What follows belongs to an exercise in optimizing a design on an open flow for small area, a short achievable clock period and few clock cycles per item; a production flow would make more cautious choices.
In this exercise RTL edits were held to simulation tests only and were not proved equivalent to the original.
No activity file was given, so power comes from the tool's default toggle rates.

==> flow/design.v <==
module mdu_alu #(
    parameter int XLEN    = 32,
    parameter int SHAMT_W = $clog2(XLEN)
) (
    input  logic            clk,
    input  logic            rst,
    input  logic            in_valid,
    output logic            in_ready,
    input  logic [4:0]      in_op,
    input  logic [XLEN-1:0] in_a,
    input  logic [XLEN-1:0] in_b,
    input  logic            kill,
    output logic            out_valid,
    input  logic            out_ready,
    output logic [XLEN-1:0] out_result,
    output logic            out_illegal
);
    localparam logic [1:0] C_ALU = 2'd0;
    localparam logic [1:0] C_MUL = 2'd1;
    localparam logic [1:0] C_DIV = 2'd2;
    localparam logic [1:0] C_ILL = 2'd3;
    function automatic logic [5:0] len32(input logic [31:0] v);
        len32 = '0;
        for (int i = 0; i < 32; i++) if (v[i]) len32 = 6'(i + 1);
    endfunction
    function automatic logic lowones(input logic [31:0] v);
        lowones = 1'b1;
        for (int i = 0; i < 31; i++) if (v[i + 1] && !v[i]) lowones = 1'b0;
    endfunction
    function automatic logic [2:0] nchunk(input logic [32:0] v);
        if (&v[32:7] || ~|v[32:7])        nchunk = 3'd0;
        else if (&v[32:15] || ~|v[32:15]) nchunk = 3'd1;
        else if (&v[32:23] || ~|v[32:23]) nchunk = 3'd2;
        else if (&v[32:31] || ~|v[32:31]) nchunk = 3'd3;
        else                              nchunk = 3'd4;
    endfunction
    function automatic logic [11:0] booth(input logic [32:0] v, input logic [2:0] c);
        logic [40:0] ve;
        logic [8:0]  ch;
        logic [2:0]  g;
        ve = {{7{v[32]}}, v, 1'b0};
        ch = ve[8*c +: 9];
        for (int j = 0; j < 4; j++) begin
            g = ch[2*j +: 3];
            booth[3*j]     = g[0] ^ g[1];
            booth[3*j + 1] = (g == 3'b011) || (g == 3'b100);
            booth[3*j + 2] = g[2] && !(g[1] && g[0]);
        end
    endfunction
    function automatic logic [63:0] add64(input logic [63:0] x, input logic [63:0] y);
        logic [63:0] p, g, c;
        logic [15:0] bg, bp, bc;
        logic [3:0]  gg, gp, gc;
        p = x ^ y;
        g = x & y;
        for (int k = 0; k < 16; k++) begin
            bg[k] = g[4*k+3] | (p[4*k+3] & g[4*k+2]) | (p[4*k+3] & p[4*k+2] & g[4*k+1]) |
                    (p[4*k+3] & p[4*k+2] & p[4*k+1] & g[4*k]);
            bp[k] = &p[4*k +: 4];
        end
        for (int m = 0; m < 4; m++) begin
            gg[m] = bg[4*m+3] | (bp[4*m+3] & bg[4*m+2]) | (bp[4*m+3] & bp[4*m+2] & bg[4*m+1]) |
                    (bp[4*m+3] & bp[4*m+2] & bp[4*m+1] & bg[4*m]);
            gp[m] = &bp[4*m +: 4];
        end
        gc[0] = 1'b0;
        gc[1] = gg[0];
        gc[2] = gg[1] | (gp[1] & gg[0]);
        gc[3] = gg[2] | (gp[2] & gg[1]) | (gp[2] & gp[1] & gg[0]);
        for (int m = 0; m < 4; m++) begin
            bc[4*m]   = gc[m];
            bc[4*m+1] = bg[4*m] | (bp[4*m] & gc[m]);
            bc[4*m+2] = bg[4*m+1] | (bp[4*m+1] & bg[4*m]) | (bp[4*m+1] & bp[4*m] & gc[m]);
            bc[4*m+3] = bg[4*m+2] | (bp[4*m+2] & bg[4*m+1]) | (bp[4*m+2] & bp[4*m+1] & bg[4*m]) |
                        (bp[4*m+2] & bp[4*m+1] & bp[4*m] & gc[m]);
        end
        for (int k = 0; k < 16; k++) begin
            c[4*k]   = bc[k];
            c[4*k+1] = g[4*k] | (p[4*k] & bc[k]);
            c[4*k+2] = g[4*k+1] | (p[4*k+1] & g[4*k]) | (p[4*k+1] & p[4*k] & bc[k]);
            c[4*k+3] = g[4*k+2] | (p[4*k+2] & g[4*k+1]) | (p[4*k+2] & p[4*k+1] & g[4*k]) |
                       (p[4*k+2] & p[4*k+1] & p[4*k] & bc[k]);
        end
        add64 = p ^ c;
    endfunction
    function automatic logic [35:0] add36(input logic [35:0] x, input logic [35:0] y,
                                          input logic cin);
        logic [35:0] p, g, c;
        logic [8:0]  bg, bp, bc;
        logic [2:0]  gg, gp, gc;
        p = x ^ y;
        g = x & y;
        for (int k = 0; k < 9; k++) begin
            bg[k] = g[4*k+3] | (p[4*k+3] & g[4*k+2]) | (p[4*k+3] & p[4*k+2] & g[4*k+1]) |
                    (p[4*k+3] & p[4*k+2] & p[4*k+1] & g[4*k]);
            bp[k] = &p[4*k +: 4];
        end
        for (int m = 0; m < 3; m++) begin
            gg[m] = bg[3*m+2] | (bp[3*m+2] & bg[3*m+1]) | (bp[3*m+2] & bp[3*m+1] & bg[3*m]);
            gp[m] = &bp[3*m +: 3];
        end
        gc[0] = cin;
        gc[1] = gg[0] | (gp[0] & cin);
        gc[2] = gg[1] | (gp[1] & gg[0]) | (gp[1] & gp[0] & cin);
        for (int m = 0; m < 3; m++) begin
            bc[3*m]   = gc[m];
            bc[3*m+1] = bg[3*m] | (bp[3*m] & gc[m]);
            bc[3*m+2] = bg[3*m+1] | (bp[3*m+1] & bg[3*m]) | (bp[3*m+1] & bp[3*m] & gc[m]);
        end
        for (int k = 0; k < 9; k++) begin
            c[4*k]   = bc[k];
            c[4*k+1] = g[4*k] | (p[4*k] & bc[k]);
            c[4*k+2] = g[4*k+1] | (p[4*k+1] & g[4*k]) | (p[4*k+1] & p[4*k] & bc[k]);
            c[4*k+3] = g[4*k+2] | (p[4*k+2] & g[4*k+1]) | (p[4*k+2] & p[4*k+1] & g[4*k]) |
                       (p[4*k+2] & p[4*k+1] & p[4*k] & bc[k]);
        end
        add36 = p ^ c;
    endfunction
    function automatic logic [31:0] below_or(input logic [31:0] v);
        logic [31:0] t;
        t = v;
        for (int l = 0; l < 5; l++)
            for (int i = 0; i < 32; i++)
                if ((i >> l) & 1) t[i] = t[i] | t[((i >> l) << l) - 1];
        below_or = {t[30:0], 1'b0};
    endfunction
    function automatic logic [127:0] csa(input logic [63:0] a, input logic [63:0] b,
                                         input logic [63:0] c);
        csa = {a ^ b ^ c, ((a & b) | (a & c) | (b & c)) << 1};
    endfunction
    logic        v_q;        
    logic        first_q;    
    logic        one_q;      
    logic        last_q;     
    logic        dfirst_q;   
    logic        lb0_q;      
    logic [1:0]  cls_q;
    logic [3:0]  aop_q;
    logic        hi_q;       
    logic        drem_q;     
    logic        qneg_q;
    logic        rneg_q;
    logic        inv_q;
    logic        swap_q;     
    logic [32:0] x_q;        
    logic [32:0] y_q;        
    logic [63:0] accs_q;     
    logic [63:0] accc_q;     
    logic [11:0] dig_q;      
    logic [4:0]  cnt_q;
    logic [5:0]  la_q, lb_q;  
    logic        av_q;       
    logic        ahi_q;      
    logic        aill_q;
    logic        ov_q;       
    logic        afull_q;    
    logic [31:0] out_q;
    logic        oill_q;
    logic [1:0]  cls_in;
    logic        mul_sa, mul_sb, div_s, nega, negb, swap, inv_in;
    logic [32:0] ea, x_in, y_in;
    logic [2:0]  na, nb;
    logic [11:0] dig_in;
    logic [31:0] oca, ocb;
    logic [5:0]  la_in, lb_in;
    always_comb begin
        if (in_op[4] == 1'b0)   cls_in = (in_op[3:1] == 3'b111) ? C_ILL : C_ALU;
        else if (in_op[3])      cls_in = C_ILL;
        else                    cls_in = in_op[2] ? C_DIV : C_MUL;
        mul_sa = (in_op[1:0] != 2'd3);
        mul_sb = (in_op[1:0] == 2'd0) || (in_op[1:0] == 2'd1);
        div_s  = !in_op[0];
        nega   = (cls_in == C_DIV) && div_s && in_a[31];
        negb   = (cls_in == C_DIV) && div_s && in_b[31];
        ea     = {(cls_in == C_MUL) && mul_sa && in_a[31], nega ? (in_a ^ below_or(in_a)) : in_a};
        na     = nchunk({mul_sa && in_a[31], in_a});
        nb     = nchunk({mul_sb && in_b[31], in_b});
        swap   = (cls_in == C_MUL) && (nb < na);
        dig_in = swap ? booth({mul_sb && in_b[31], in_b}, nb)
                      : booth({mul_sa && in_a[31], in_a}, na);
        x_in   = ea;
        inv_in = (cls_in == C_DIV) ||
                 ((cls_in == C_ALU) && (in_op[3:0] == 4'd1 || in_op[3:0] == 4'd3 ||
                                        in_op[3:0] == 4'd4 || in_op[3:0] == 4'd10 ||
                                        in_op[3:0] == 4'd11 || in_op[3:0] == 4'd12 ||
                                        in_op[3:0] == 4'd13));
        y_in[31:0] = negb ? (in_b ^ ~below_or(in_b)) : (in_b ^ {32{inv_in}});
        y_in[32]   = ((cls_in == C_MUL) && mul_sb && in_b[31]) ^ inv_in;
        oca    = (div_s && in_a[31]) ? ~in_a : in_a;
        ocb    = (div_s && in_b[31]) ? ~in_b : in_b;
        la_in  = len32(oca) + 6'(div_s && in_a[31] && lowones(oca));
        lb_in  = len32(ocb) + 6'(div_s && in_b[31] && lowones(ocb));
    end
    logic [33:0] sum1;
    logic [35:0] sum1_w;
    assign sum1_w = add36({3'b000, x_q}, {3'b000, y_q}, inv_q);
    assign sum1   = sum1_w[33:0];
    logic        sh_left, sh_fill;
    logic [32:0] sh_in, sh_rin, sh_rout, sh_out;
    logic [4:0]  sh_amt;
    logic [6:0]  dlen;
    assign dlen = {1'b0, la_q} - {1'b0, lb_q};
    always_comb begin
        if (cls_q == C_DIV) begin
            sh_left = 1'b1;
            sh_fill = 1'b1;
            sh_in   = y_q;
            sh_amt  = dlen[4:0] | 5'd1;
        end else begin
            sh_left = (aop_q == 4'd2);
            sh_in   = {(aop_q == 4'd7) & x_q[31], x_q[31:0]};
            sh_fill = sh_left ? 1'b0 : sh_in[32];
            sh_amt  = y_q[4:0];
        end
        for (int i = 0; i < 33; i++) sh_rin[i] = sh_left ? sh_in[32 - i] : sh_in[i];
        sh_rout = 33'($signed({sh_fill, sh_rin}) >>> sh_amt);
        for (int i = 0; i < 33; i++) sh_out[i] = sh_left ? sh_rout[32 - i] : sh_rout[i];
    end
    logic [31:0] alu_res;
    logic        ltu, lts, eq;
    always_comb begin
        ltu = !sum1[33];
        lts = (x_q[31] == y_q[31]) ? x_q[31] : ltu;
        eq  = &(x_q[31:0] ^ y_q[31:0]);
        case (aop_q)
            4'd0, 4'd1:       alu_res = sum1[31:0];
            4'd2, 4'd6, 4'd7: alu_res = sh_out[31:0];
            4'd3:             alu_res = {31'd0, lts};
            4'd4:             alu_res = {31'd0, ltu};
            4'd5:             alu_res = x_q[31:0] ^ y_q[31:0];
            4'd8:             alu_res = x_q[31:0] | y_q[31:0];
            4'd9:             alu_res = x_q[31:0] & y_q[31:0];
            4'd10:            alu_res = {31'd0, eq};
            4'd11:            alu_res = {31'd0, !eq};
            4'd12:            alu_res = {31'd0, !lts};
            default:          alu_res = {31'd0, !ltu};
        endcase
    end
    logic [63:0] mul_s, mul_c;
    logic [11:0] dig_nx;
    logic [32:0] mcand;
    assign mcand = swap_q ? x_q : y_q;
    always_comb begin
        logic [33:0]  w;
        logic [63:0]  pp [4];
        logic [63:0]  sa, ca;
        logic [6:0]   nbits;
        logic [127:0] t0, t1, t2, t3, t4;
        nbits = '0;
        for (int j = 0; j < 4; j++) begin
            w = '0;
            if (dig_q[3*j])     w = {mcand[32], mcand};
            if (dig_q[3*j + 1]) w = {mcand, 1'b0};
            w     = w ^ {34{dig_q[3*j + 2]}};
            pp[j] = 64'({~w[33], w[32:0]}) << (2 * j);
            nbits[2*j] = dig_q[3*j + 2];
        end
        sa = first_q ? 64'(nbits) : ((accs_q << 8) | 64'(nbits));
        ca = first_q ? 64'd0 : (accc_q << 8);
        t0 = csa(sa, ca, -(64'd85 << 33));
        t1 = csa(pp[0], pp[1], pp[2]);
        t2 = csa(pp[3], t0[127:64], t0[63:0]);
        t3 = csa(t1[127:64], t1[63:0], t2[127:64]);
        t4 = csa(t3[127:64], t3[63:0], t2[63:0]);
        mul_s  = t4[127:64];
        mul_c  = t4[63:0];
        dig_nx = booth(swap_q ? y_q : x_q, cnt_q[2:0] - 3'd1);
    end
    logic        f1, f2;
    logic [32:0] rem2;
    logic [33:0] subb;
    logic [34:0] subc, cs_s, cs_c;
    logic [35:0] subb_w, subc_w;
    always_comb begin
        logic [34:0] p, q, r;
        f1   = sum1[33];
        subb_w = add36({3'b000, x_q}, {3'b000, 1'b1, y_q[32:1]}, 1'b1);
        subb   = subb_w[33:0];
        p    = {2'b00, x_q};
        q    = {2'b00, y_q};
        r    = {2'b00, 1'b1, y_q[32:1]};
        cs_s = p ^ q ^ r;
        cs_c = {((p & q) | (p & r) | (q & r)), 1'b1};
        subc_w = add36({1'b0, cs_s}, {1'b0, cs_c}, 1'b1);
        subc   = subc_w[34:0];
        f2   = f1 ? subc[34] : subb[33];
        if (f1) rem2 = f2 ? subc[32:0] : sum1[32:0];
        else    rem2 = f2 ? subb[32:0] : x_q;
    end
    logic        done;
    logic        res_ill, dneg;
    logic        out_free, accept;
    logic [31:0] quo_n;
    logic        triv;
    logic        dlast, rem_late;
    logic [31:0] acc_lo_early, accs_lo_n, accc_lo_n;
    always_comb begin
        quo_n   = {accs_q[29:0], f1, f2};
        triv    = lb0_q || (la_q < lb_q);
        done    = one_q || last_q || (dfirst_q && triv);
        res_ill = (cls_q == C_ILL);
        dlast   = (cls_q == C_DIV) && last_q;
        rem_late = dlast && drem_q;
        case (cls_q)
            C_ALU: acc_lo_early = alu_res;
            C_ILL: acc_lo_early = '0;
            C_MUL: acc_lo_early = mul_s[31:0];
            default: begin
                if (dfirst_q) begin
                    if (!triv)       acc_lo_early = '0;
                    else if (drem_q) acc_lo_early = x_q[31:0] ^ {32{rneg_q}};
                    else             acc_lo_early = lb0_q ? '1 : '0;
                end else begin
                    acc_lo_early = quo_n ^ {32{dlast && qneg_q}};
                end
            end
        endcase
        accs_lo_n = rem_late ? (rem2[31:0] ^ {32{rneg_q}}) : acc_lo_early;
        dneg = (cls_q == C_DIV) && done && (drem_q ? rneg_q : (qneg_q && !dfirst_q));
        if (cls_q == C_MUL) accc_lo_n = mul_c[31:0];
        else                accc_lo_n = {31'd0, dneg};
    end
    logic        b_free;
    logic [63:0] acc_sum;
    assign acc_sum  = add64(accs_q, accc_q);
    assign b_free   = !ov_q || out_ready;
    assign out_free = !av_q || b_free;
    logic rdy_now, rdy_if_taken;
    assign rdy_now      = !v_q || (done && !afull_q);
    assign rdy_if_taken = done;
    assign in_ready     = !kill && (rdy_now || (rdy_if_taken && out_ready));
    assign accept   = in_valid && in_ready;
    logic v_d, av_d, ov_d;
    always_comb begin
        v_d  = v_q;
        av_d = av_q;
        ov_d = ov_q;
        if (kill) begin
            v_d  = 1'b0;
            av_d = 1'b0;
            ov_d = 1'b0;
        end else begin
            if (accept)                       v_d = 1'b1;
            else if (v_q && done && out_free) v_d = 1'b0;
            if (v_q && done && out_free)      av_d = 1'b1;
            else if (b_free)                  av_d = 1'b0;
            if (av_q && b_free)               ov_d = 1'b1;
            else if (out_ready)               ov_d = 1'b0;
        end
    end
    always_ff @(posedge clk or posedge rst) begin
        if (rst) begin
            v_q     <= 1'b0;
            av_q    <= 1'b0;
            ov_q    <= 1'b0;
            afull_q <= 1'b0;
        end else begin
            v_q     <= v_d;
            av_q    <= av_d;
            ov_q    <= ov_d;
            afull_q <= av_d && ov_d;
        end
    end
    always_ff @(posedge clk) begin
        if (accept) begin
            first_q <= 1'b1;
            one_q   <= (cls_in == C_ALU) || (cls_in == C_ILL);
            last_q  <= (cls_in == C_MUL) && (na == 3'd0 || nb == 3'd0);
            dfirst_q <= (cls_in == C_DIV);
            lb0_q   <= (in_b == '0);
            cls_q   <= cls_in;
            aop_q   <= in_op[3:0];
            hi_q    <= (in_op[1:0] != 2'd0);
            drem_q  <= in_op[1];
            qneg_q  <= div_s && (in_a[31] ^ in_b[31]);
            rneg_q  <= div_s && in_a[31];
            x_q     <= x_in;
            swap_q  <= swap;
            y_q     <= y_in;
            cnt_q   <= {2'd0, swap ? nb : na};
            inv_q   <= inv_in;
            dig_q   <= dig_in;
            la_q    <= la_in;
            lb_q    <= lb_in;
        end else if (v_q && !done && out_free) begin
            first_q  <= 1'b0;
            dfirst_q <= 1'b0;
            if (cls_q == C_MUL) begin
                last_q <= (cnt_q[2:0] == 3'd1);
                dig_q  <= dig_nx;
                cnt_q  <= cnt_q - 5'd1;
            end else if (first_q) begin
                y_q    <= sh_out;
                cnt_q  <= dlen[5:1];
                last_q <= (dlen[5:1] == 5'd0);
            end else begin
                x_q    <= rem2;
                y_q    <= {2'b11, y_q[32:2]};
                cnt_q  <= cnt_q - 5'd1;
                last_q <= (cnt_q == 5'd1);
            end
        end
        if (v_q && out_free) begin
            accs_q <= {mul_s[63:32], accs_lo_n};
            accc_q <= {mul_c[63:32], accc_lo_n};
        end
        if (v_q && done && out_free) begin
            ahi_q  <= (cls_q == C_MUL) && hi_q;
            aill_q <= res_ill;
        end
        if (av_q && b_free) begin
            out_q  <= ahi_q ? acc_sum[63:32] : acc_sum[31:0];
            oill_q <= aill_q;
        end
    end
    assign out_valid   = ov_q;
    assign out_result  = out_q;
    assign out_illegal = oill_q;
endmodule
==> flow/flow/run.sh <==
#!/bin/bash
set -euo pipefail
MARGIN=6.0
sed -e "s/SETUP_SLACK_MARGIN=[0-9.]*/SETUP_SLACK_MARGIN=$MARGIN/" \
    -e "s/\"\${@:-finish}\"/MATCH_CELL_FOOTPRINT=0 'BUFFER_PORTS_ARGS=-buffer_cell sky130_fd_sc_hd__buf_4' \"\${@:-finish}\"/" \
    standard.sh > standard_tuned.sh
grep -q "SETUP_SLACK_MARGIN=$MARGIN" standard_tuned.sh
grep -q "MATCH_CELL_FOOTPRINT=0" standard_tuned.sh
bash standard_tuned.sh finish > standard_tuned.log 2>&1
==> flow/standard.sh <==
#!/bin/bash
# synth_recipe.tcl (not shown) runs the flow's synth.tcl, then flattens the netlist and writes it again
# the make line also repeats each setting of config.mk as NAME=value (left out here)
make -C /OpenROAD-flow-scripts/flow DESIGN_CONFIG=/design/flow/config.mk WORK_HOME=/design/flow/orfs CLKGATE_MAP_FILE= SYNTH_SCRIPT=/design/flow/synth_recipe.tcl "${@:-finish}"
==> flow/config.mk <==
export PLATFORM = sky130hd
export DESIGN_NAME = mdu_alu
export DESIGN_NICKNAME = mdu_alu
export VERILOG_FILES = /design/flow/design.v
export SDC_FILE = /design/flow/constraint.sdc
export NUM_CORES = 4
export LEC_CHECK = 0
export ABC_AREA = 1
export CAP_MARGIN = 20
export CORE_MARGIN = 2
export CORE_UTILIZATION = 50
export SETUP_SLACK_MARGIN = 5
export SLEW_MARGIN = 20
==> flow/constraint.sdc <==
create_clock -name core_clock -period 11.0 [get_ports {clk}]
set_input_delay 2.2000 -clock core_clock [delete_from_list [all_inputs] [get_ports {clk}]]
set_output_delay 2.2000 -clock core_clock [all_outputs]
set_load 0.01 [all_outputs]
==> impl_metrics.ini, run 1 <==
[outcome]
status = finished clean

[global_routing]
overflow = 0
antenna_found_initial = 10
grt_max_degree = 80
grt_pass1_vias = 35970
grtUsageTotal = 0.4425
grt_pass1_wl_um = 250600

[timing]
tightest_slew_ps = 1194
slew_headroom = 0.1959
hold_slack_ps = 421.0
hold_viol_final = 0
rsz0062_at_grt = true
fmax_mhz = 197.0
period_share = 0.4615
slew_viol_final = 0
finClkSkew_ps = 33.79
fin_crit_ps = 5077
tns_ps = 0
setup_viol = 0

[route]
final_antenna_net_count = 0
via_count = 39270
dr.pass1.iters = 8
wl_um = 177300
drt_iter0_drc = 5263
viasPerCell = 6.269
avgRoutedWirePerCell_um = 28.30
drcViolationCount = 0

[die]
dieWidth_um = 279.6
start_util = 0.5026
io_pins = 109
die-area_mm2 = 0.07819
rows = 101
fp.dieH_um = 279.6
core-area_mm2 = 0.07557

[synth]
ys_types = 73
synth_area_leader_cell = edfxtp_1
synth_area_leaders = edfxtp_1, ha_1, fa_1, nand2_1, xor2_1
syn_area_mm2 = 0.03799
synthTopCellsByCount = nand2_1, inv_1, o21ai_0, ha_1, a21oi_1
ys_async_sr_fraction = 0.01449
yosysMostFrequentCell = nand2_1
seq_area_frac_synth = 0.2169
syn_avg_cell_area_um2 = 7.367
ys_seq_elements = 276
syn_nets = 5783
synth_enable_flop_cells = 269
synth_warnings = 2
syn_inst = 5156
yosys.area.top_type_share = 0.2127
synth-main-ff-cell = edfxtp_1

[cts]
cts_sinks = 276
cts_buffers = 39
clockBufferDepth = 3
clk_pin_slew_ps = 60
cts_hold_buf = 0
clock_latency_ps = 620
htreeDepth = 2
cts_root_buffer = clkbuf_16
cts_tree = done

[layout]
stdcell_count = 6264
nNetsFinal = 5876
utilization = 0.5675
drive_gt1_frac = 0.1108
area.growth.synth_to_final_pct = 12.90

[run]
maxCapViolCount = 0

[pwr]
p_leak_nw = 19.45
power_mw = 7.515
p_per_area_mw_per_mm2 = 175.2
irDropWorstVdd_mv = 0.1134

[setup_path]
start_kind = register
path_max_fanout = 4
critPathCaptureType = primary output
crit_type = reg -> out
arrival_ps = 2880
worst_ep_required_time_ps = 8800

[min_path]
hold_path_class = reg -> reg

[place]
gp_congestion = 1.083
dp_hpwl_um = 134300
placed_cells = 6061
io_buffer_count = 108
report_power, final:
part           leakage, nW  total (mW)  internal [mW]  switching [mW]
Combinational         16.2        4.46           1.58            2.88
Clock                0.661        1.43          0.837           0.591
Sequential            2.62        1.63           1.43           0.196
per-layer routing:
layer | up-vias | share of wire | GRT usage
met5 | - | 0.00058 | 0.005003
met2 | 2511 | 0.43 | 0.6680
met3 | 655 | 0.12 | 0.1257
li1 | 17680 | - | -
met4 | 12 | 0.094 | 0.3288
met1 | 18410 | 0.36 | 0.5375
critical path, cell delays in order, from the launching register on:
cell and delay [ps]:
edfxtp_1 340, inv_2 40, nor2_1 90, inv_1 80
fa_2 360, a21oi_2 120, o21ai_1 90, a21oi_1 150
nor2_1 50, o21bai_1 120, nand2_1 90, inv_1 80
nor3_2 40, buf_6 150, o21ai_4 180, o21ai_4 110
inv_2 70, buf_6 90
path summary, 6_finish.rpt:
path	from	endpoint	slack, ps	depth (start not counted)
max	lb_q[0]	in_ready	5920	17
min	aill_q	oill_q	420	0
min reg2reg	aill_q	oill_q	420	0
min in group asynchronous	rst	ov_q	1480	2
max in group asynchronous	rst	av_q	9360	2
max reg2reg	aop_q[1]	accs_q[0]	5950	22
cells in the final DEF, fill, tap and decap left out, types with 36 or more instances in the layout:
cell          n
o211ai_1     68
nor2_1      317
nand3_1     178
o21ai_2      36
xnor2_1      38
o21ai_1     203
nand4_1      39
nand2_1    1007
inv_1       603
ha_1        355
o22ai_1     179
edfxtp_1    269
a21oi_1     346
clkbuf_16    43
o21ai_0     411
buf_4       276
fa_1        191
xor2_1      274
per-stage QoR:
| step | instance area [um^2] | setup WS (ps) |
|---|---|---|
| after global placement | 39570 | 4632 |
| after floorplan | 38010 | 6006 |
| final | 42890 | 5923 |
| after detailed placement | 39570 | 4426 |
| after CTS | 41590 | 5922 |
| after global routing | 42870 | 5703 |
cell type report:
class                           instances  area, um^2
Antenna cell                            6       15.01
Clock inverter                         27       386.6
Sequential cell                       276        8239
Clock buffer                           45        1008
Timing Repair inverter                  1       8.758
Timing Repair Buffer                  307        2641
Inverter                              654        2517
Tap cell                              978        1224
Fill cell                            7367       32680
Multi-Input combinational cell       3970       26850
registers in the layout, indices dropped and copies added, names as in the netlist, 2 cells and up:
signal  flops
out_q      32
la_q        6
y_q        33
x_q        33
accs_q     64
accc_q     62
dig_q      12
aop_q       4
lb_q        6
cls_q       2
cnt_q       5
logic make-up (layout without fill, tap and decap cells):
| logic type | count (synthesis) | count (layout) | synth area share |
|---|---|---|---|
| AO/OA/AOI/OAI | 1399 | 1399 | 0.2089 |
| other | 0 | 6 | 0 |
| AND/OR/NAND/NOR | 1685 | 1692 | 0.1830 |
| buffers and inverters | 917 | 1034 | 0.09556 |
| XOR/XNOR | 320 | 320 | 0.07378 |
| flip-flops | 276 | 276 | 0.2169 |
| adder cells (fa/ha/maj) | 553 | 553 | 0.2203 |
| multiplexers | 6 | 6 | 0.001581 |
repair_timing:
| item | in CTS | in global routing |
|---|---|---|
| buffers inserted | 29 | 83 |
| setup endpoints to repair | 108 | 108 |
| cloned | 5 | 7 |
| gates resized for setup | 79 | 121 |
| pin swaps | 15 | 26 |
Testbench counts, summed over its fixed seeds: cycles 29,752, items 16,000.
==> run 2: changes to the inputs <==
--- a/flow/config.mk
+++ b/flow/config.mk
@@ -7,6 +7,5 @@
 export LEC_CHECK = 0
-export ABC_AREA = 1
 export CAP_MARGIN = 20
 export CORE_MARGIN = 2
-export CORE_UTILIZATION = 50
+export CORE_UTILIZATION = 40
 export SETUP_SLACK_MARGIN = 5
==> impl_metrics.ini, run 2 <==
[route]
drt_iter0_drc = 4325
avgRoutedWirePerCell_um = 27.63
via_count = 36910
final_antenna_net_count = 0
drcViolationCount = 0
dr.pass1.iters = 6
wl_um = 164200
viasPerCell = 6.212

[pwr]
intPower_mw = 4.286
swShare = 0.4618
clock_power_share = 0.176
switchingPower_mw = 3.677
power_frac_comb = 0.617
irDropWorstVdd_mv = 0.1028
power_frac_seq = 0.207
p_leak_nw = 18.52
p_per_area_mw_per_mm2 = 178.0

[die]
io_pins = 109
fp.dieH_um = 317.7
die-area_mm2 = 0.1009
rows = 115
start_util = 0.4017
dieWidth_um = 317.7
core-area_mm2 = 0.09799

[run]
maxCapViolCount = 0

[global_routing]
grtUsageTotal = 0.3144
grt_pass1_vias = 34710
grt_max_degree = 74
overflow = 0
grt_pass1_wl_um = 238000
antenna_found_initial = 5

[synth]
syn_area_mm2 = 0.03936
synth-main-ff-cell = edfxtp_1
synthTopCellsByCount = nand2_1, ha_1, nor2_1, inv_1, xnor2_1
syn_inst = 4560
synth_area_leader_cell = edfxtp_1
yosysMostFrequentCell = nand2_1
ys_types = 98
ys_async_sr_fraction = 0.01449
synth_enable_flop_cells = 269
syn_avg_cell_area_um2 = 8.632
synth_warnings = 2
syn_nets = 5187
ys_seq_elements = 276
synth_area_leaders = edfxtp_1, ha_1, fa_1, xnor2_1, nand2_1
yosys.area.top_type_share = 0.2052
seq_area_frac_synth = 0.2093

[setup_path]
reg2regPathDepth = 17
worst_ep_required_time_ps = 8800
arrival_ps = 2850
r2r-end = accs_q[6]
ff2ff_setup_slack_ps = 6010
r2r-start = y_q[0]
critPathCaptureType = primary output
start_kind = register
path_max_fanout = 2
crit_type = reg -> out

[layout]
nNetsFinal = 5247
area.growth.synth_to_final_pct = 13.68
top_register = accs_q
drive_gt1_frac = 0.1417
fill_cells = 9599
final_common_cell = nand2_1
reg.largest.list = accs_q x64, accc_q x62
stdcell_count = 5942
largest_reg_flops = 64
final_cell_mix = nand2_1, ha_1, buf_4

[outcome]
status = finished clean

[timing]
tightest_slew_ps = 1152
fmax_mhz = 198.1
slew_viol_final = 0
hold_viol_final = 0
fin_crit_ps = 5047
setup_viol = 0
rsz0062_at_grt = true
tns_ps = 0
finClkSkew_ps = 26.55
period_share = 0.4589
slew_headroom = 0.2103

[cts]
cts_hold_buf = 0
clk_pin_slew_ps = 60
cts_tree = done
cts_root_buffer = clkbuf_16
cts_buffers = 40
cts_sinks = 276
clock_latency_ps = 600
clockBufferDepth = 3
htreeDepth = 2

[min_path]
whs_path_depth = 0
min_to = oill_q
hold_path_class = reg -> reg
min-delay-start = aill_q

[place]
placed_cells = 5717
io_buffer_count = 108
gp_congestion = 1.042
dp_hpwl_um = 122000
## run 2: cell types whose count changed in the layout (fill, tap and decap cells not counted), moves of 115 or more
| cell | previous run | this run |
|---|---|---|
| mux2i_1 | 5 | 127 |
| nand3_1 | 178 | 63 |
| xor2_1 | 274 | 109 |
| o22ai_1 | 179 | 17 |
| xnor2_1 | 38 | 278 |
| a22oi_1 | 5 | 145 |
| o21ai_1 | 203 | 38 |
| inv_1 | 603 | 288 |
| o21ai_0 | 411 | 251 |
| nand2_1 | 1007 | 369 |
## run 2: final cells by class
| class | count | area (um^2) | share of cell area |
|---|---|---|---|
| Clock inverter | 25 | 319.1 | 0.007130 |
| Clock buffer | 49 | 1077 | 0.02407 |
| Multi-Input combinational cell | 3657 | 29540 | 0.6601 |
| Timing Repair inverter | 2 | 17.52 | 0.0003914 |
| Sequential cell | 276 | 8242 | 0.1842 |
| Tap cell | 1287 | 1610 | 0.03598 |
| Antenna cell | 3 | 7.507 | 0.0001678 |
| Timing Repair Buffer | 339 | 2765 | 0.06179 |
| Inverter | 304 | 1170 | 0.02614 |
## run 2: logic make-up after synthesis
family	synth area share
compound gates	0.2139
simple gates	0.1470
buf+inv	0.06290
fa+ha+maj	0.2126
xor+xnor	0.08722
flops	0.2093
mux	0.06710
## run 2: how the worst max path moves through the flow
| stage | from | slack [ps] | cells after the start | end |
|---|---|---|---|---|
| floorplan | out_ready | 5050 | 8 | x_q[32] |
| detailed placement | in_a[31] | 4600 | 12 | cnt_q[0] |
| finish | la_q[0] | 5950 | 12 | in_ready |
| CTS | in_op[0] | 5990 | 17 | la_q[4] |
| global route | la_q[0] | 5850 | 12 | in_ready |
| global placement | in_a[31] | 4610 | 12 | cnt_q[0] |
## run 2: stage by stage
step / worst slack, ps / util / power (mW) / instance area, um^2 / hold slack (ps)
after global placement: 4606 / 0.4229 / 6.250 / 41440 / 435.7
after floorplan: 5052 / - / 4.647 / 39620 / 400.3
after global routing: 5851 / 0.4566 / 8.448 / 44740 / 452.0
final: 5953 / 0.4567 / 7.963 / 44750 / 442.2
after CTS: 5989 / 0.4458 / 7.801 / 43680 / 449.7
after detailed placement: 4598 / 0.4230 / 6.273 / 41450 / 438.4
## run 2: layer usage
metal	vias to the layer above	track usage	share of wire
met4	6	0.2149	0.085
li1	16570	-	-
met2	2021	0.4782	0.43
met5	-	0.002364	0.00035
met3	497	0.05299	0.090
met1	17820	0.4088	0.39
## run 2: worst max-delay path, stage by stage, from the launching register on
cell and delay, ps:
edfxtp_1 370, nand2b_4 160, fa_2 340, a21o_1 200
a21oi_2 160, o21bai_1 110, a21oi_2 200, o21ai_1 110
buf_6 190, nand2_4 70, o21ai_2 60, a21oi_2 160
buf_4 140
## run 2: what timing repair did
action	in CTS	in global routing
setup endpoints to repair	97	89
cloned	5	6
buffers inserted	63	74
resized for setup	65	88
pin swaps	10	38
## run 2: power groups by stage
stage / clock network [mW] / logic [mW] / registers, mW
floorplan: 0 / 3.05 / 1.60
global placement: 0 / 4.55 / 1.70
detailed placement: 0 / 4.57 / 1.70
CTS: 1.42 / 4.72 / 1.66
global route: 1.46 / 5.32 / 1.66
finish: 1.40 / 4.91 / 1.65
==> run 3: changes to the inputs <==
--- a/flow/config.mk
+++ b/flow/config.mk
@@ -7,5 +7,6 @@
 export LEC_CHECK = 0
+export ABC_AREA = 1
 export CAP_MARGIN = 20
 export CORE_MARGIN = 2
-export CORE_UTILIZATION = 40
+export CORE_UTILIZATION = 35
 export SETUP_SLACK_MARGIN = 5
==> impl_metrics.ini, run 3 <==
[run]
maxCapViolCount = 0

[pwr]
p_leak_nw = 19.19
intPower_mw = 3.759
switchingPower_mw = 3.503
swShare = 0.4823
clock_power_share = 0.191
irDropWorstVdd_mv = 0.1325
power_mw = 7.262
power_frac_comb = 0.584
power_frac_seq = 0.225
p_per_area_mw_per_mm2 = 169.2

[place]
gp_congestion = 1.009
io_buffer_count = 108
dp_hpwl_um = 131600

[setup_path]
path_buf_inv = 5
cp_slowest_cell = fa_2
start_kind = register
critPathCaptureType = primary output
cpPeakStageDelay_ps = 360
worst_ep_required_time_ps = 8800
cp_cell_sequence = nor2_1 -> inv_1 -> fa_2 -> a21oi_2 -> o21ai_2 -> a21oi_1 -> nor2_1 -> o21bai_1 -> nand2_1 -> inv_1 -> nor3_2 -> buf_6 -> o21ai_4 -> o21ai_2 -> inv_2 -> buf_6
arrival_ps = 2970
crit_type = reg -> out
ff2ff_setup_slack_ps = 6050
critPathTopFamily = compound AO/OA/AOI/OAI gates
path_max_fanout = 3

[timing]
period_share = 0.4701
fin_crit_ps = 5171
tightest_slew_ps = 1279
rsz0062_at_grt = true
finClkSkew_ps = 61.40
hold_viol_final = 0
setup_viol = 0
slew_headroom = 0.1380
tns_ps = 0
fmax_mhz = 193.4
slew_viol_final = 0

[route]
avgRoutedWirePerCell_um = 26.18
final_antenna_net_count = 0
drt_iter0_drc = 4345
wl_um = 174100
via_count = 38630
dr.pass1.iters = 6
viasPerCell = 5.809
drcViolationCount = 0

[cts]
cts_buffers = 41
cts_root_buffer = clkbuf_16
cts_tree = done
clockBufferDepth = 3
cts_sinks = 276
htreeDepth = 2
clock_latency_ps = 640
clk_pin_slew_ps = 60

[synth]
synth-main-ff-cell = edfxtp_1
synthAdderAreaFrac = 0.2203
ys_types = 73
ys_seq_elements = 276
syn_avg_cell_area_um2 = 7.367
synth_top_family_by_area = adder cells
syn_inst = 5156
synthTopCellsByCount = nand2_1, inv_1, o21ai_0, ha_1, a21oi_1
yosys.area.top_type_share = 0.2127
synth_warnings = 2
seq_area_frac_synth = 0.2169
yosysMostFrequentCell = nand2_1
ys_async_sr_fraction = 0.01449
syn_nets = 5783
synth_xor_area_frac = 0.07378
synth_compound_area_frac = 0.2089
syn_area_mm2 = 0.03799
synth_area_leader_cell = edfxtp_1
yosys.area_share.simple = 0.1830
synth_area_leaders = edfxtp_1, ha_1, fa_1, nand2_1, xor2_1
yosys-mux-area-fraction = 0.001581
synth_enable_flop_cells = 269

[layout]
nNetsFinal = 5837
area.growth.synth_to_final_pct = 12.98
final_cell_mix = nand2_1, inv_1, o21ai_0
top_register = accs_q
final_common_cell = nand2_1
reg.largest.list = accs_q x64, accc_q x62
largest_reg_flops = 64
drive_gt1_frac = 0.1049

[die]
io_pins = 109
die-area_mm2 = 0.1112
fp.dieH_um = 333.4
dieWidth_um = 333.4
core-area_mm2 = 0.1074
start_util = 0.3538
rows = 120

[global_routing]
grtUsageTotal = 0.3004
overflow = 0
grt_pass1_wl_um = 246700
grt_pass1_vias = 36170
grt_max_degree = 81
antenna_found_initial = 12

[min_path]
hold_path_class = reg -> reg

[outcome]
status = finished clean
-- run 3: worst paths after layout --
path,start,to,cells after the start
worst min-delay path,aill_q,oill_q,0
worst max-delay path,la_q[0],in_ready,16
worst max register to register,x_q[1],accs_q[9],24
worst min register to register,aill_q,oill_q,0
min in group asynchronous,rst,ov_q,2
max in group asynchronous,rst,av_q,2
-- run 3: routing by layer --
layer / vias up / GRT usage / routed length (um)
li1: 17600 / - / -
met1: 18430 / 0.3885 / 70120
met2: 2116 / 0.4652 / 75380
met3: 485 / 0.05221 / 15560
met4: 4 / 0.1871 / 13010
met5: - / 0 / 26
-- run 3: kinds of logic (layout without fill, tap and decap cells) --
logic type | Yosys count | count (layout)
flops | 276 | 276
other cells | 0 | 5
fa+ha+maj | 553 | 553
compound gates | 1399 | 1399
buf+inv | 917 | 997
simple gates | 1685 | 1691
xor+xnor | 320 | 320
mux | 6 | 6
-- run 3: stage by stage --
stage               worst slack (ps)  instances    util  hold slack (ps)  cell area (um^2)
finish                          5829       6650  0.3998            469.4             42920
global route                    5666       6645  0.3997            486.4             42900
CTS                             5800       6565  0.3885            473.8             41710
detailed placement              4817       6471  0.3726            461.7             40000
global placement                4915       6470  0.3724            474.7             39980
floorplan                       6006       5156       -            400.3             38010
-- run 3: what timing repair did --
item / in CTS / in global routing
setup buffers: 17 / 71
gates resized for setup: 56 / 141
pin swaps: 11 / 33
cloned: 2 / 9
hold buffers: 0 / 0
endpoints found under the setup margin: 96 / 102
-- run 3: area by class of cell --
| type | instances | area (um^2) |
|---|---|---|
| diodes | 5 | 12.51 |
| clock inverters | 19 | 226.5 |
| repair inverters | 1 | 8.758 |
| well taps | 1403 | 1755 |
| fillers | 11140 | 64440 |
| repair buffers | 267 | 2238 |
| multi-input cells | 3969 | 26810 |
| inverters | 654 | 2499 |
| clock buffers | 56 | 1132 |
| flip-flops and latches | 276 | 8239 |
-- run 3: power groups by stage --
stage	combinational [mW]	sequential, mW	clock (mW)
4_1_cts	4.07	1.63	1.40
6_report	4.24	1.63	1.39
5_1_grt	4.66	1.64	1.44
3_5_place_dp	4.00	1.66	0
3_3_place_gp	3.99	1.65	0
2_1_floorplan	2.63	1.56	0
-- run 3: worst reg2reg max path, stage by stage, from the launching register on --
cell	delay (ps)
edfxtp_1	410
inv_2	140
ha_2	330
a21oi_1	170
nand2_1	120
nand3_1	110
nand3_2	140
a21oi_4	200
o21ai_1	100
nand2_1	90
nand2_1	120
a21boi_4	230
o21bai_2	120
nand3_1	110
o2111ai_2	140
fa_2	480
inv_2	160
buf_12	200
a21oi_1	60
o21ai_1	390
nand2_1	360
o21ai_1	180
nand2_1	100
o21ai_0	170
nand2_1	60
==> run 4: changes to the inputs <==
--- a/flow/flow/run.sh
+++ b/flow/flow/run.sh
@@ -2,3 +2,3 @@
 set -euo pipefail
-MARGIN=6.0
+MARGIN=6.2
 sed -e "s/SETUP_SLACK_MARGIN=[0-9.]*/SETUP_SLACK_MARGIN=$MARGIN/" \
--- a/flow/config.mk
+++ b/flow/config.mk
@@ -10,3 +10,3 @@
 export CORE_MARGIN = 2
-export CORE_UTILIZATION = 35
+export CORE_UTILIZATION = 40
 export SETUP_SLACK_MARGIN = 5
==> impl_metrics.ini, run 4 <==
[route]
via_count = 39010
drt_iter0_drc = 4537
dr.pass1.iters = 6
drcViolationCount = 0
wl_um = 170900
final_antenna_net_count = 0
avgRoutedWirePerCell_um = 26.14
viasPerCell = 5.965

[cts]
clk_pin_slew_ps = 50
cts_hold_buf = 0
cts_sinks = 276
cts_buffers = 39
cts_tree = done
clockBufferDepth = 3
cts_root_buffer = clkbuf_16
clock_latency_ps = 620
htreeDepth = 2

[layout]
final_cell_mix = nand2_1, inv_1, o21ai_0
largest_reg_flops = 64
top_register = accs_q
reg.largest.list = accs_q x64, accc_q x62
area.growth.synth_to_final_pct = 13.91
utilization = 0.4575
fill_cells = 9666
nNetsFinal = 5866
ff_latch_area_mm2 = 0.008239
drive_gt1_frac = 0.1192
final_common_cell = nand2_1
multiInputGateArea_mm2 = 0.02712

[synth]
ys_seq_elements = 276
synth_area_leader_cell = edfxtp_1
synth_warnings = 2
syn_nets = 5783
yosysMostFrequentCell = nand2_1
seq_area_frac_synth = 0.2169
syn_avg_cell_area_um2 = 7.367
synth-main-ff-cell = edfxtp_1
yosys.area.top_type_share = 0.2127
synth_enable_flop_cells = 269
synthTopCellsByCount = nand2_1, inv_1, o21ai_0, ha_1, a21oi_1
syn_area_mm2 = 0.03799
ys_async_sr_fraction = 0.01449
ys_types = 73
synth_area_leaders = edfxtp_1, ha_1, fa_1, nand2_1, xor2_1
syn_inst = 5156

[setup_path]
start_kind = primary input
worst_ep_required_time_ps = 8800
arrival_ps = 2880
path_max_fanout = 3
crit_type = in -> out
critPathCaptureType = primary output

[timing]
tns_ps = 0
finalWorstSetupSlack_ps = 5915
setup_viol = 0
rsz0062_at_grt = true
period_share = 0.4623
slew_headroom = 0.1767
hold_slack_ps = 419.4
tightest_slew_ps = 1222
hold_viol_final = 0
finClkSkew_ps = 35.58
slew_viol_final = 0
fin_crit_ps = 5085
fmax_mhz = 196.7

[die]
start_util = 0.4016
io_pins = 109
fp.dieH_um = 312.2
die-area_mm2 = 0.09744
dieWidth_um = 312.2
core-area_mm2 = 0.09459
rows = 113

[global_routing]
antenna_found_initial = 10
grt_pass1_vias = 37000
overflow = 0
grt_max_degree = 75
grt_pass1_wl_um = 244900
grtUsageTotal = 0.3390

[pwr]
p_leak_nw = 19.35
power_mw = 7.285
irDropWorstVdd_mv = 0.1211
p_per_area_mw_per_mm2 = 168.4

[min_path]
hold_path_class = reg -> reg

[place]
dp_hpwl_um = 127500
dp_slack_ps = 4924
gp_congestion = 1.032
io_buffer_count = 108

[outcome]
status = finished clean

[run]
maxCapViolCount = 0
## run 4: cell counts after synthesis
Identical to the previous run, type by type.
## run 4: cells by family after synthesis
kind of cell / synth area share
xor gates and xnor gates: 0.07378
DFF: 0.2169
adders and majority gates: 0.2203
buffers and inverters: 0.09556
and+or+nand+nor: 0.1830
muxes: 0.001581
AOI/OAI and AO/OA: 0.2089
## run 4: report_power, final
| part | internal [mW] | switching [mW] |
|---|---|---|
| registers | 1.43 | 0.184 |
| logic | 1.55 | 2.72 |
| clock network | 0.818 | 0.582 |
| total | 3.80 | 3.49 |
## run 4: final timing paths
kind                       cells past startpoint  slack, ps        end      start
max in group asynchronous                      2       9370        v_q        rst
hold / removal                                 0        420     oill_q     aill_q
setup / recovery                               6       5920   in_ready  out_ready
min in group asynchronous                      2       1470       av_q        rst
hold reg to reg                                0        420     oill_q     aill_q
setup reg to reg                              16       6230  accs_q[1]   cls_q[1]
## run 4: timing repair
action,4_1_cts,5_1_grt
endpoints found under the hold margin,0,0
setup buffers,51,62
pin swaps,19,50
gates cloned,8,7
gates resized for setup,64,173
setup endpoints to repair,99,107
## run 4: metal layers
metal,GRT usage,vias to the layer above,routed length (um)
li1,-,17660,-
met1,0.4209,18470,64520
met2,0.5330,2314,75100
met3,0.05979,556,16530
met4,0.2424,6,14700
met5,0,-,46
## run 4: critical path, stage by stage
cell	delay (ps)
buf_4	110
inv_1	130
nor2_2	60
o21ai_2	160
inv_2	100
buf_6	130
## run 4: through the flow
stage                     instance area (um^2)  cells
after global routing                     43260   6535
after detailed placement                 39920   6335
final                                    43270   6539
after CTS                                42020   6466
after global placement                   39920   6335
after floorplan                          38140   5156
## run 4: cell type report
type / instances / area share
diodes: 4 / 0.0002313
clock buffers: 48 / 0.02403
clock inverters: 24 / 0.007171
inverters: 654 / 0.05841
multi-input cells: 3972 / 0.6267
flip-flops and latches: 276 / 0.1904
well taps: 1265 / 0.03658
repair buffers: 293 / 0.05595
repair inverters: 3 / 0.0004916
==> run 5: changes to the inputs <==
--- a/flow/flow/run.sh
+++ b/flow/flow/run.sh
@@ -2,3 +2,3 @@
 set -euo pipefail
-MARGIN=6.2
+MARGIN=6.0
 sed -e "s/SETUP_SLACK_MARGIN=[0-9.]*/SETUP_SLACK_MARGIN=$MARGIN/" \
==> impl_metrics.ini, run 5 <==
[outcome]
status = finished clean

[route]
via_count = 38700
drt_iter0_drc = 4703
final_antenna_net_count = 0
dr.pass1.iters = 8
viasPerCell = 5.938
avgRoutedWirePerCell_um = 26.42
drcViolationCount = 0
wl_um = 172200

[place]
place_area_mm2 = 0.03984
io_buffer_count = 108
dp_hpwl_um = 130300
gp_congestion = 1.068

[global_routing]
grtUsageTotal = 0.3422
overflow = 0
grt_pass1_vias = 36600
antenna_found_initial = 9
grt_pass1_wl_um = 246800
grt_max_degree = 79

[synth]
synth_warnings = 2
seq_area_frac_synth = 0.2169
syn_avg_cell_area_um2 = 7.367
synth-main-ff-cell = edfxtp_1
syn_inst = 5156
yosys.area.top_type_share = 0.2127
syn_nets = 5783
syn_area_mm2 = 0.03799
synthTopCellsByCount = nand2_1, inv_1, o21ai_0, ha_1, a21oi_1
synth_xor_area_frac = 0.07378
yosys.area_share.simple = 0.1830
synth_compound_area_frac = 0.2089
synthAdderAreaFrac = 0.2203
synth_top_family_by_area = adder cells
yosysMostFrequentCell = nand2_1
ys_seq_elements = 276
synth_area_leader_cell = edfxtp_1
yosys-mux-area-fraction = 0.001581
synth_area_leaders = edfxtp_1, ha_1, fa_1, nand2_1, xor2_1
ys_types = 73
synth_enable_flop_cells = 269
ys_async_sr_fraction = 0.01449

[pwr]
p_leak_nw = 19.22
irDropWorstVdd_mv = 0.1012
p_per_area_mw_per_mm2 = 170.3

[timing]
slew_headroom = 0.2155
rsz0062_at_grt = true
hold_viol_final = 0
period_share = 0.4622
setup_viol = 0
finClkSkew_ps = 48.19
tns_ps = 0
fin_crit_ps = 5084
tightest_slew_ps = 1175
slew_viol_final = 0
fmax_mhz = 196.7

[die]
die-area_mm2 = 0.09744
start_util = 0.4016
dieWidth_um = 312.2
io_pins = 109
rows = 113
core-area_mm2 = 0.09459
fp.dieH_um = 312.2

[cts]
clock_latency_ps = 610
htreeDepth = 2
cts_hold_buf = 0
clockBufferDepth = 3
cts_root_buffer = clkbuf_16
cts_tree = done
clk_pin_slew_ps = 60
cts_buffers = 39
cts_sinks = 276

[layout]
top_register = accs_q
final_common_cell = nand2_1
nNetsFinal = 5846
post-route-cell-area_mm2 = 0.04270
largest_reg_flops = 64
final_cell_mix = nand2_1, inv_1, o21ai_0
fill_cells = 9526
drive_gt1_frac = 0.1046
reg.largest.list = accs_q x64, accc_q x62
area.growth.synth_to_final_pct = 12.42

[run]
maxCapViolCount = 0

[setup_path]
critPathCaptureType = primary output
start_kind = register
path_max_fanout = 4
worst_ep_required_time_ps = 8800
arrival_ps = 2880
crit_type = reg -> out
ff2ff_setup_slack_ps = 6120

[min_path]
hold_path_class = reg -> reg
run 5: critical path, stage by stage, from the launching register on:
cell and delay (ps):
edfxtp_1 350, inv_1 40, nor2_1 80, inv_1 80
fa_2 360, a21oi_2 170, o21ai_2 80, a21oi_1 140
nor2_1 60, o21bai_1 150, nand2_1 90, inv_1 90
nor3_2 40, buf_6 140, nor2_1 120, o21ai_2 80
inv_2 120, buf_6 120
run 5: cell families after synthesis:
group / count (synthesis)
muxes: 6
DFF: 276
buffers and inverters: 917
adders and majority gates: 553
and+or+nand+nor: 1685
xor gates and xnor gates: 320
AOI/OAI and AO/OA: 1399
run 5: final timing paths:
kind,start,to,depth (start not counted)
max in group asynchronous,rst,ov_q,2
min,aill_q,oill_q,0
max reg2reg,y_q[2],x_q[32],27
max,lb_q[0],in_ready,17
min reg2reg,aill_q,oill_q,0
min in group asynchronous,rst,afull_q,2
run 5: what timing repair did:
action | 4_1_cts | 5_1_grt
pin swaps | 11 | 34
setup buffers | 33 | 67
gates cloned | 3 | 4
setup endpoints to repair | 93 | 144
gates resized for setup | 40 | 125
run 5: final cells by class:
type                       count  area (um^2)  area share
antenna                        3        7.507   0.0001758
clock buffer                  46         1002     0.02347
clock inverter                25        385.4    0.009024
inverter                     654         2487     0.05825
multi-input combinational   3968        26720      0.6257
sequential                   276         8239      0.1929
tap                         1265         1583     0.03706
timing repair buffer         280         2280     0.05338
run 5: metal layers:
layer  wire length [um]  global-route usage  share of wire
met4              13400              0.2203          0.078
met1              65580              0.4226           0.38
met5                 52                   0        0.00030
met2              76060              0.5410           0.44
met3              17070             0.07492          0.099
run 5: through the flow:
stage | power [mW] | util | setup WS (ps) | instances | hold WS (ps)
after floorplan | 4.186 | - | 6006 | 5156 | 400.3
after global placement | 5.633 | 0.4212 | 4948 | 6335 | 410.8
after detailed placement | 5.647 | 0.4212 | 4869 | 6335 | 419.5
after CTS | 7.146 | 0.4406 | 5903 | 6442 | 428.3
after global routing | 7.728 | 0.4514 | 5697 | 6514 | 458.7
final | 7.271 | 0.4515 | 5916 | 6517 | 425.3
run 5: report_power, final:
| group | leakage (nW) | internal [mW] | switching, mW |
|---|---|---|---|
| registers | 2.62 | 1.43 | 0.199 |
| clock network | 0.674 | 0.867 | 0.554 |
| logic | 15.9 | 1.52 | 2.70 |
| total | 19.2 | 3.82 | 3.45 |
==> run 6: changes to the inputs <==
--- a/flow/flow/run.sh
+++ b/flow/flow/run.sh
@@ -2,3 +2,3 @@
 set -euo pipefail
-MARGIN=6.0
+MARGIN=6.1
 sed -e "s/SETUP_SLACK_MARGIN=[0-9.]*/SETUP_SLACK_MARGIN=$MARGIN/" \
==> impl_metrics.ini, run 6 <==
[place]
placed_cells = 6339
io_buffer_count = 108
place_area_mm2 = 0.03993
gp_congestion = 1.057
dp_slack_ps = 4865
dp_hpwl_um = 130500

[synth]
syn_avg_cell_area_um2 = 7.367
seq_area_frac_synth = 0.2169
syn_area_mm2 = 0.03799
synthTopCellsByCount = nand2_1, inv_1, o21ai_0, ha_1, a21oi_1
ys_types = 73
syn_nets = 5783
synth_enable_flop_cells = 269
ys_async_sr_fraction = 0.01449
syn_inst = 5156
synth_warnings = 2
synth_area_leader_cell = edfxtp_1
ys_seq_elements = 276
synth-main-ff-cell = edfxtp_1
synth_area_leaders = edfxtp_1, ha_1, fa_1, nand2_1, xor2_1
yosysMostFrequentCell = nand2_1
yosys.area.top_type_share = 0.2127

[timing]
hold_slack_ps = 428.3
finClkSkew_ps = 34.02
hold_viol_final = 0
slew_headroom = 0.1203
rsz0062_at_grt = true
tightest_slew_ps = 1306
tns_ps = 0
slew_viol_final = 0
period_share = 0.4552
finalWorstSetupSlack_ps = 5992
fmax_mhz = 199.7
fin_crit_ps = 5008
setup_viol = 0

[cts]
cts_buffers = 39
clk_pin_slew_ps = 60
cts_hold_buf = 0
cts_tree = done
clockBufferDepth = 3
htreeDepth = 2
cts_root_buffer = clkbuf_16
clock_latency_ps = 610
cts_sinks = 276

[layout]
largest_reg_flops = 64
final_common_cell = nand2_1
stdcell_count = 6503
top_register = accs_q
post-route-cell-area_mm2 = 0.04264
drive_gt1_frac = 0.1069
nNetsFinal = 5833
area.growth.synth_to_final_pct = 12.26
reg.largest.list = accs_q x64, accc_q x62
utilization = 0.4508
final_cell_mix = nand2_1, inv_1, o21ai_0
fill_cells = 9726

[setup_path]
crit_top_cell = inv_2
worst_ep_required_time_ps = 8800
path_buf_inv = 4
reg2regPathDepth = 15
arrival_ps = 2810
critPathTopFamily = buffers and inverters
path_max_fanout = 3
cpPeakStageDelay_ps = 160
critPathCaptureType = primary output
cp_cell_sequence = buf_4 -> inv_2 -> nor2_1 -> o21ai_1 -> inv_2 -> buf_6
crit_type = in -> out
cp_slowest_cell = o21ai_1
cp.depth = 6
start_kind = primary input

[route]
viasPerCell = 5.959
avgRoutedWirePerCell_um = 26.49
drt_iter0_drc = 4467
via_count = 38750
drcViolationCount = 0
wl_um = 172300
final_antenna_net_count = 0
dr.pass1.iters = 8

[global_routing]
grt_max_degree = 72
antenna_found_initial = 8
grt_pass1_wl_um = 245900
overflow = 0
grtUsageTotal = 0.3416
grt_pass1_vias = 36770

[pwr]
p_leak_nw = 19.08
power_mw = 7.135
irDropWorstVdd_mv = 0.1020
p_per_area_mw_per_mm2 = 167.3

[min_path]
whs_path_depth = 0
hold_path_class = reg -> reg

[die]
core-area_mm2 = 0.09459
dieWidth_um = 312.2
io_pins = 109
die-area_mm2 = 0.09744
rows = 113
start_util = 0.4016
fp.dieH_um = 312.2

[run]
maxCapViolCount = 0

[outcome]
status = finished clean
run 6: path summary, 6_finish.rpt:
| check | startpoint | endpoint | slack, ps |
|---|---|---|---|
| max in group asynchronous | rst | afull_q | 9390 |
| min in group asynchronous | rst | ov_q | 1470 |
| worst max-delay path | out_ready | in_ready | 5990 |
| worst max register to register | swap_q | accs_q[31] | 6180 |
| worst min register to register | aill_q | oill_q | 430 |
| worst min-delay path | aill_q | oill_q | 430 |
run 6: cell type report:
type | count | area, um^2 | share of cell area
Multi-Input combinational cell | 3968 | 26870 | 0.6302
Antenna cell | 1 | 2.502 | 0.00005868
Sequential cell | 276 | 8239 | 0.1932
Timing Repair inverter | 1 | 7.507 | 0.0001761
Clock buffer | 46 | 1002 | 0.02350
Clock inverter | 26 | 245.2 | 0.005751
Timing Repair Buffer | 266 | 2188 | 0.05132
Inverter | 654 | 2501 | 0.05865
Tap cell | 1265 | 1583 | 0.03712
run 6: report_power, final:
part	internal [mW]	leakage, nW	switching (mW)	total (mW)
clock	0.728	0.590	0.562	1.29
combinational	1.52	15.9	2.70	4.22
sequential	1.43	2.62	0.191	1.62
total	3.68	19.1	3.45	7.14
run 6: kinds of logic (layout without fill, tap and decap cells):
group | after synthesis | after routing | synth area share
fa+ha+maj | 553 | 553 | 0.2203
buf+inv | 917 | 993 | 0.09556
simple gates | 1685 | 1690 | 0.1830
xor+xnor | 320 | 320 | 0.07378
flops | 276 | 276 | 0.2169
mux | 6 | 6 | 0.001581
compound gates | 1399 | 1399 | 0.2089
other cells | 0 | 1 | 0
run 6: per-layer routing:
layer	global-route usage	vias to the layer above	wire length [um]
met4	0.2345	6	14320
li1	-	17610	-
met5	0	-	45
met1	0.4163	18400	65370
met2	0.5381	2174	75920
met3	0.07684	561	16610
run 6: repair_timing:
item / 4_1_cts / 5_1_grt
pin swaps: 11 / 41
resized for setup: 50 / 143
setup endpoints to repair: 162 / 146
buffers inserted: 26 / 57
gates cloned: 2 / 6

==> afterwards: timing with drivers on the ports <==
Ports are ideal in the flow. The routed layouts listed here were re-timed in OpenROAD.
Step 1 sets driving cells, clkbuf_16 on the clock port and buf_2 on the other inputs (assumed; they add their load-dependent delay and slew).
Step 2 also shifts input and output timing later by t, the mid clock arrival at the registers, as if the neighbouring blocks saw the same clock.
Slacks: ideal ports / drivers / drivers and shift; pairs: ideal ports / drivers.
run | t, ns | setup WS [ns] | worst setup path at the end
run 1 | 0.680 | 5.923 / 5.841 / 5.497 | input to register
run 2 | 0.652 | 5.953 / 5.883 / 5.368 | input to register
run 3 | 0.684 | 5.829 / 5.756 / 5.498 | input to register
run 4 | 0.669 | 5.915 / 5.857 / 5.618 | input to register
run 5 | 0.659 | 5.916 / 5.847 / 5.465 | input to register
run 6 | 0.663 | 5.992 / 5.926 / 5.506 | input to register
After both steps every run listed still meets setup and hold. For run 2, which loses most, drivers alone change the setup slack by -0.070 ns; drivers and shift together by -0.585 ns.
